Background: an optimization exercise with open tools, aiming at small area, a short achievable clock period and few clock cycles per item. Do not read the settings as production practice.
Function not checked in this run: the RTL went through the layout flow alone.
Power figures rest on the tool's default switching activity, not on a simulated workload.

### config.mk
export PLATFORM = sky130hd
export DESIGN_NAME = invoke_id_remap_table_core
export DESIGN_NICKNAME = invoke_id_remap_table_core
export VERILOG_FILES = /design/flow/design.v
export SDC_FILE = /design/flow/constraint.sdc
export NUM_CORES = 4
export LEC_CHECK = 0
export CAP_MARGIN = 20
export CORE_MARGIN = 2
export CORE_UTILIZATION = 40
export SETUP_SLACK_MARGIN = 2.3
export SLEW_MARGIN = 20
### standard.sh
#!/bin/bash
# synth_recipe.tcl (not shown) runs the flow's synth.tcl, then flattens the netlist and writes it again
# the make line also repeats each setting of config.mk as NAME=value (left out here)
make -C /OpenROAD-flow-scripts/flow DESIGN_CONFIG=/design/flow/config.mk WORK_HOME=/design/flow/orfs CLKGATE_MAP_FILE= SYNTH_SCRIPT=/design/flow/synth_recipe.tcl "${@:-finish}"
### design.v
package iirt_pkg;
    localparam int PORT_W  = 8;
    localparam int ORIG_W  = 16;
    localparam int GEN_W   = 15;
    localparam int TDATA_W = 40;
    typedef enum logic [1:0] {
        KIND_ASSIGNED = 2'd0,
        KIND_ROUTED   = 2'd1,
        KIND_NO_MATCH = 2'd2,
        KIND_FULL     = 2'd3
    } kind_t;
    typedef struct packed {
        logic [PORT_W-1:0] port;
        logic [ORIG_W-1:0] orig;
        logic [GEN_W-1:0]  gen;
    } entry_t;
    typedef struct packed {
        logic capture;     
        logic request;     
        logic scan_step;   
        logic finish;      
    } dp_cmd_t;
    typedef struct packed {
        logic out_free;    
        logic fill_zero;   
        logic match;       
        logic pend_valid;  
        logic scan_last;   
    } dp_stat_t;
endpackage
module invoke_id_remap_table_core #(
    parameter int unsigned TABLE_DEPTH = 16,
    parameter int unsigned ID_LIMIT    = 32767
) (
    input  logic                         clk,
    input  logic                         rst_n,
    input  logic [iirt_pkg::TDATA_W-1:0] s_tdata,
    input  logic [0:0]                   s_tuser,
    input  logic                         s_tvalid,
    output logic                         s_tready,
    output logic [iirt_pkg::TDATA_W-1:0] m_tdata,
    output logic [1:0]                   m_tuser,
    output logic                         m_tlast,
    output logic                         m_tvalid,
    input  logic                         m_tready
);
    localparam int D   = TABLE_DEPTH;
    localparam int PW  = iirt_pkg::PORT_W;
    localparam int OW  = iirt_pkg::ORIG_W;
    localparam int GW  = iirt_pkg::GEN_W;
    localparam int PAD = iirt_pkg::TDATA_W - PW - OW - GW;
    localparam logic [GW-1:0] GEN_ONE = 1;
    localparam logic [GW-1:0] GEN_LIM = ID_LIMIT;
    logic          ir_op;
    logic [PW-1:0] ir_port;
    logic [OW-1:0] ir_orig;
    logic [GW-1:0] ir_gen;
    assign ir_op   = s_tuser[0];
    assign ir_port = s_tdata[PW-1:0];
    assign ir_orig = s_tdata[PW+OW-1:PW];
    assign ir_gen  = s_tdata[PW+OW+GW-1:PW+OW];
    logic [D-1:0]  v;
    logic [PW-1:0] t_port [0:D-1];
    logic [OW-1:0] t_orig [0:D-1];
    logic [GW-1:0] t_gen  [0:D-1];
    logic [GW-1:0] nid;      
    logic          b_v, b_op, b_full;
    logic          b_multi;  
    logic [GW-1:0] b_gen;
    logic [D-1:0]  b_sel;    
    logic          oval, olast;
    logic [1:0]    okind;
    logic [PW-1:0] oport;
    logic [OW-1:0] oorig;
    logic [GW-1:0] ogen;
    logic          sval, slast;
    logic [1:0]    skind;
    logic [PW-1:0] sport;
    logic [OW-1:0] sorig;
    logic [GW-1:0] sgen;
    logic          a_go, b_free, b_emit, b_last, full, oload;
    logic          m_multi, r_multi;
    logic [D-1:0]  m, psel, brem, shl;
    logic [1:0]    rkind;
    logic [PW-1:0] rport;
    logic [OW-1:0] rorig;
    function automatic logic multi(input logic [15:0] x);
        logic [7:0] a1, t1;
        logic [3:0] a2, t2;
        logic [1:0] a3, t3;
        for (int i = 0; i < 8; i++)
        begin
            a1[i] = x[2*i] || x[2*i+1];
            t1[i] = x[2*i] && x[2*i+1];
        end
        for (int i = 0; i < 4; i++)
        begin
            a2[i] = a1[2*i] || a1[2*i+1];
            t2[i] = t1[2*i] || t1[2*i+1] || (a1[2*i] && a1[2*i+1]);
        end
        for (int i = 0; i < 2; i++)
        begin
            a3[i] = a2[2*i] || a2[2*i+1];
            t3[i] = t2[2*i] || t2[2*i+1] || (a2[2*i] && a2[2*i+1]);
        end
        multi = t3[0] || t3[1] || (a3[0] && a3[1]);
    endfunction
    assign b_emit   = b_v && !sval;
    assign b_free   = !b_v || (b_emit && !b_multi);
    assign s_tready = b_free;
    assign a_go     = s_tvalid && b_free;
    assign full     = &v;
    always_comb
    begin
        logic seen;
        for (int i = 0; i < D; i++)
            m[i] = v[i] && ir_op && (t_gen[i] == ir_gen);
        shl[0] = 1'b1;
        for (int i = 1; i < D; i++)
            shl[i] = shl[i-1] && v[i-1];
        seen = 1'b0;
        for (int i = D - 1; i >= 0; i--)
        begin
            psel[i] = b_sel[i] && !seen;
            seen    = seen || b_sel[i];
        end
        brem    = b_sel & ~psel;
        b_last  = !b_multi;
        m_multi = multi(m);
        r_multi = multi(brem);
        rport  = '0;
        rorig  = '0;
        for (int i = 0; i < D; i++)
        begin
            rport = rport | (t_port[i] & {PW{psel[i]}});
            rorig = rorig | (t_orig[i] & {OW{psel[i]}});
        end
        if (b_op)
            rkind = (b_sel != '0) ? iirt_pkg::KIND_ROUTED : iirt_pkg::KIND_NO_MATCH;
        else
            rkind = b_full ? iirt_pkg::KIND_FULL : iirt_pkg::KIND_ASSIGNED;
    end
    always_ff @(posedge clk or negedge rst_n)
    begin
        if (!rst_n)
        begin
            v    <= '0;
            nid  <= GEN_ONE;
            b_v  <= 1'b0;
            oval <= 1'b0;
            sval <= 1'b0;
        end
        else
        begin
            if (a_go && !ir_op && !full)
            begin
                for (int i = 0; i < D; i++)
                    if (shl[i])
                        v[i] <= (i == 0) ? 1'b1 : v[i-1];
                nid <= (nid == GEN_LIM) ? GEN_ONE : nid + GEN_ONE;
            end
            else if (a_go)
                v <= v & ~m;
            if (b_free)
                b_v <= a_go;
            if (oload)
                oval <= sval || b_emit;
            if (!oload && b_emit)
                sval <= 1'b1;
            else if (oload)
                sval <= 1'b0;
        end
    end
    always_ff @(posedge clk)
    begin
        if (a_go && !ir_op && !full)
        begin
            for (int i = 0; i < D; i++)
                if (shl[i])
                begin
                    if (i == 0)
                    begin
                        t_port[i] <= ir_port;
                        t_orig[i] <= ir_orig;
                        t_gen[i]  <= nid;
                    end
                    else
                    begin
                        t_port[i] <= t_port[i-1];
                        t_orig[i] <= t_orig[i-1];
                        t_gen[i]  <= t_gen[i-1];
                    end
                end
        end
    end
    always_ff @(posedge clk)
    begin
        if (b_free)
        begin
            b_op   <= ir_op;
            b_full <= full;
            b_gen  <= ir_op ? ir_gen : (full ? '0 : nid);
            b_sel  <= m;
        end
        else if (b_emit)
            b_sel <= brem;
    end
    always_ff @(posedge clk or negedge rst_n)
    begin
        if (!rst_n)
            b_multi <= 1'b0;
        else if (b_free)
            b_multi <= a_go && m_multi;
        else if (b_emit)
            b_multi <= r_multi;
    end
    assign oload = !oval || m_tready;
    always_ff @(posedge clk)
    begin
        if (oload)
        begin
            if (sval)
            begin
                okind <= skind;
                olast <= slast;
                oport <= sport;
                oorig <= sorig;
                ogen  <= sgen;
            end
            else
            begin
                okind <= rkind;
                olast <= b_last;
                oport <= rport;
                oorig <= rorig;
                ogen  <= b_gen;
            end
        end
    end
    always_ff @(posedge clk)
    begin
        if (!sval)
        begin
            skind <= rkind;
            slast <= b_last;
            sport <= rport;
            sorig <= rorig;
            sgen  <= b_gen;
        end
    end
    assign m_tvalid = oval;
    assign m_tuser  = okind;
    assign m_tlast  = olast;
    assign m_tdata  = {{PAD{1'b0}}, ogen, oorig, oport};
endmodule
### constraint.sdc
create_clock -name core_clock -period 5.0 [get_ports {clk}]
set_input_delay 1.0000 -clock core_clock [delete_from_list [all_inputs] [get_ports {clk}]]
set_output_delay 1.0000 -clock core_clock [all_outputs]
set_load 0.01 [all_outputs]
### flow/run.sh
#!/bin/bash
# Layout flow: the standard flow (standard.sh) with two changes after
# synthesis, which itself runs unchanged:
#  - the input and output ports are buffered with buf_4 cells instead of the
#    default port buffer cell
#  - timing repair may resize a cell to any cell of the same function, not only
#    to one of the same footprint (MATCH_CELL_FOOTPRINT 0)
# Each step's full output goes to a log file of its own in this folder.
set -euo pipefail
EXTRA="'BUFFER_PORTS_ARGS=-buffer_cell sky130_fd_sc_hd__buf_4' MATCH_CELL_FOOTPRINT=0"
sed "s|\"\${@:-finish}\"|$EXTRA \"\${@:-finish}\"|" standard.sh > standard_extra.sh
grep -q "MATCH_CELL_FOOTPRINT=0" standard_extra.sh
bash standard.sh synth > synth.log 2>&1
bash standard_extra.sh finish > layout.log 2>&1
test -s out/final.def
==> results.toml <==
[outcome]
outcome = "complete, no violations"

[die]
rows = 99
pin_count = 90
dieArea_um2 = 76500
die_h_um = 277
die_w_um = 277
coreArea_um2 = 73200
start_util = 0.406

[timing]
worst_slew_pin_slew_ps = 1000
final.period_utilization = 0.552
drv_slew = 0
setup_viol = 0
finalClockSkew_ps = 23.7
finalHoldViolCount = 0
rsz0062_at_grt = "true"
max-slew-margin-rel = 0.332
fin_tns_setup_ps = 0
period_minus_slack_ps = 2760
timing.fmax_ghz = 0.362

[layout]
multi_input_area_um2 = 6860
seq_area_um2 = 22700
fin_cells = 3012
layout_commonest_cell = "edfxtp_1"
stdcell_area_um2 = 35000
final_nets = 2036
layout_common_cells = "edfxtp_1 (699), xor2_1 (247), buf_4 (153)"
fillCellCount = 6071
area_growth_pct = 18.0
drive_above_1_share = 0.187
diodes = 0

[global_routing]
grtUsageTotal = 0.193
grt_pass1_vias = 17500
grt_pass1_wl_mm = 111
antenna_found_initial = 0
grt_overflow = 0
grt_max_degree = 72

[critical_path]
endpoint_kind = "flop"
critPathKind = "reg2reg"
cp_max_fo = 6
worstPathArrival_ps = 3210
crit_required_ps = 5450
critPathLaunchType = "flop"

[yosys]
ys_seq_area_frac = 0.764
post_synth_num_cell_types = 66
yosys.area.top_type = "edfxtp_1"
synth-seq-cells = 776
synth_edf_count = 699
synth_flop_cell = "edfxtp_1"
syn-cell-area_um2 = 29700
yosys_warnings = 4
async_reset_ff_frac = 0.0451
syn_avg_cell_area_um2 = 16.5
syn_inst = 1805
netlist.area_leader.share = 0.706
synth_area_leaders = "edfxtp_1 (71%), xor2_1 (7.3%), dfrtp_1 (2.9%)"
syn_nets = 1851

[clock_tree]
cts_max_path_buffers = 3
worstSkewPairLatency_ps = 630
cts.htree.levels = 3
cts.sinks = 776
cts-root-buf = "clkbuf_16"
numCtsBuffers = 79
cts_tree = "yes"
clkTransAtPathRegs_ps = 60

[placement]
gp_congestion = 0.775
port_buffers = 87
placed_cells_incl_taps = 2787
hpwlAfterDp_mm = 41.8
place_area_um2 = 31500

[power]
power.clock.fraction = 0.377
comb_power_share = 0.098
p_switching_w = 0.00359
switching_share = 0.239
seq_power_share = 0.524
p_int_w = 0.0114
p_leak_nw = 12.0
power_density_nw_per_um2 = 429
peakVddDrop_mv = 0.247

[detailed_routing]
drt-total-wl_mm = 76.1
drtIter0Drc = 1923
drcViolationCount = 0
vias_per_cell = 5.64
first_pass_iters = 6
postRouteAntennaNets = 0
vias = 17000
wl_per_cell_um = 25.3

[flow_run]
maxCapViolCount = 0

[min_path]
worst_hold_path_type = "in2async"
layer usage:
metal	part of all wire	track usage	wire length [um]
met5	0	0	0
met2	0.50	0.332	38000
met3	0.070	0.0371	5310
met4	0.032	0.0713	2420
met1	0.40	0.241	30400
layout make-up:
type / count / share of cell area
flip-flops and latches: 776 / 0.648
multi-input cells: 911 / 0.196
clock buffers: 120 / 0.0637
repair buffers: 183 / 0.0470
well taps: 959 / 0.0342
clock inverters: 24 / 0.00607
inverters: 37 / 0.00464
repair inverters: 2 / 0.000500
flip-flops by register name (all words and copies together), names as in the netlist:
register,count
oval,1
oport,8
sport,8
ogen,15
slast,1
b_op,1
b_full,1
b_multi,1
b_gen,15
b_v,1
b_sel,16
oorig,16
skind,2
t_gen,240
nid,15
sval,1
sgen,15
sorig,16
olast,1
t_port,128
v,16
t_orig,256
okind,2
worst max-delay path: stages (launching register included):
cell	delay, ps
edfxtp_1	430
buf_6	150
nor4_4	250
buf_4	180
nand4_1	210
or3_4	460
nor3b_4	280
buf_6	180
clkbuf_16	180
nand2_4	50
a32oi_2	220
worst paths after layout:
kind / from / endpoint / slack [ps] / depth (start not counted)
setup / recovery: b_sel[15] / oport[5] / 2240 / 10
hold / removal: rst_n / nid[9] / 340 / 1
setup reg to reg: b_sel[15] / oport[5] / 2240 / 10
hold reg to reg: t_orig[9][7] / t_orig[10][7] / 440 / 0
max in group asynchronous: rst_n / v[4] / 4280 / 1
min in group core_clock: t_orig[9][7] / t_orig[10][7] / 440 / 0
what timing repair did:
action                                 in CTS  in global routing
endpoints found under the hold margin       0                  0
setup endpoints to repair                 548                278
gates cloned                               16                  9
hold buffers                                0                  0
gates resized for setup                    52                 37
buffers inserted                           44                 12
pin swaps                                  20                 18
power by group through the flow:
stage                     logic [W]  registers [W]  clock network, W
after floorplan            0.000739        0.00794                 0
after global placement      0.00119        0.00800                 0
after detailed placement    0.00121        0.00802                 0
after CTS                   0.00138        0.00788           0.00577
after global routing        0.00159        0.00793           0.00602
final                       0.00148        0.00789           0.00567
through the flow:
step	hold WS [ps]	total power, W	setup WS (ps)	util
4_1_cts	319	0.0150	2280	0.473
5_1_grt	349	0.0155	2130	0.479
3_5_place_dp	433	0.00923	1020	0.431
3_3_place_gp	428	0.00919	1070	0.431
2_1_floorplan	418	0.00868	1350	-
6_report	337	0.0150	2240	0.479
cells by family (layout without fill, tap and decap cells):
family / count (synthesis) / in the layout / synth area share
fa+ha+maj: 6 / 6 / 0.00215
simple gates: 348 / 362 / 0.0621
mux: 17 / 17 / 0.00640
flops: 776 / 776 / 0.764
other cells: 1 / 1 / 0.000126
xor+xnor: 251 / 251 / 0.0740
buf+inv: 132 / 366 / 0.0179
compound gates: 274 / 274 / 0.0730
cell usage after synthesis (5+ instances only):
| master | instances |
|---|---|
| nand4_1 | 27 |
| a22o_1 | 17 |
| a32oi_1 | 24 |
| o211ai_1 | 9 |
| nor2_1 | 33 |
| nand2b_1 | 8 |
| mux2_2 | 16 |
| a221o_1 | 24 |
| a22oi_1 | 30 |
| nand3_1 | 11 |
| and3_1 | 7 |
| dfrtp_1 | 34 |
| nor3b_1 | 6 |
| o21ai_0 | 41 |
| nand4b_1 | 24 |
| inv_1 | 36 |
| o22ai_1 | 5 |
| xor2_1 | 247 |
| dfxtp_1 | 42 |
| buf_2 | 21 |
| and2_1 | 8 |
| a221oi_1 | 24 |
| nand2_1 | 136 |
| a222oi_1 | 48 |
| clkbuf_1 | 72 |
| edfxtp_1 | 699 |
| a21oi_1 | 30 |
| nor4_1 | 70 |

==> port drivers added, routing unchanged <==
No port has a modelled driver above. Below, the same layout with a new extraction and two added sets of constraints.
Step 1: set_driving_cell puts a clkbuf_16 on clk and a buf_2 on each other input, an assumption about the parent block.
Step 2 moves the port delays by t, midway between the first and last clock arrival at a register: inputs arrive t later, outputs are due t later. That takes back most of the time a late clock gives input paths.
Three values: ideal, step 1, step 2; two values: the first two.
t (ns): 0.676
setup WS [ns]: 2.239 / 2.239 / 1.667
cell pins on the clock port's net: 1
After both steps setup and hold are still met in this run. The setup slack of this run moves by 0.000 ns with the drivers and by -0.572 ns with both steps.
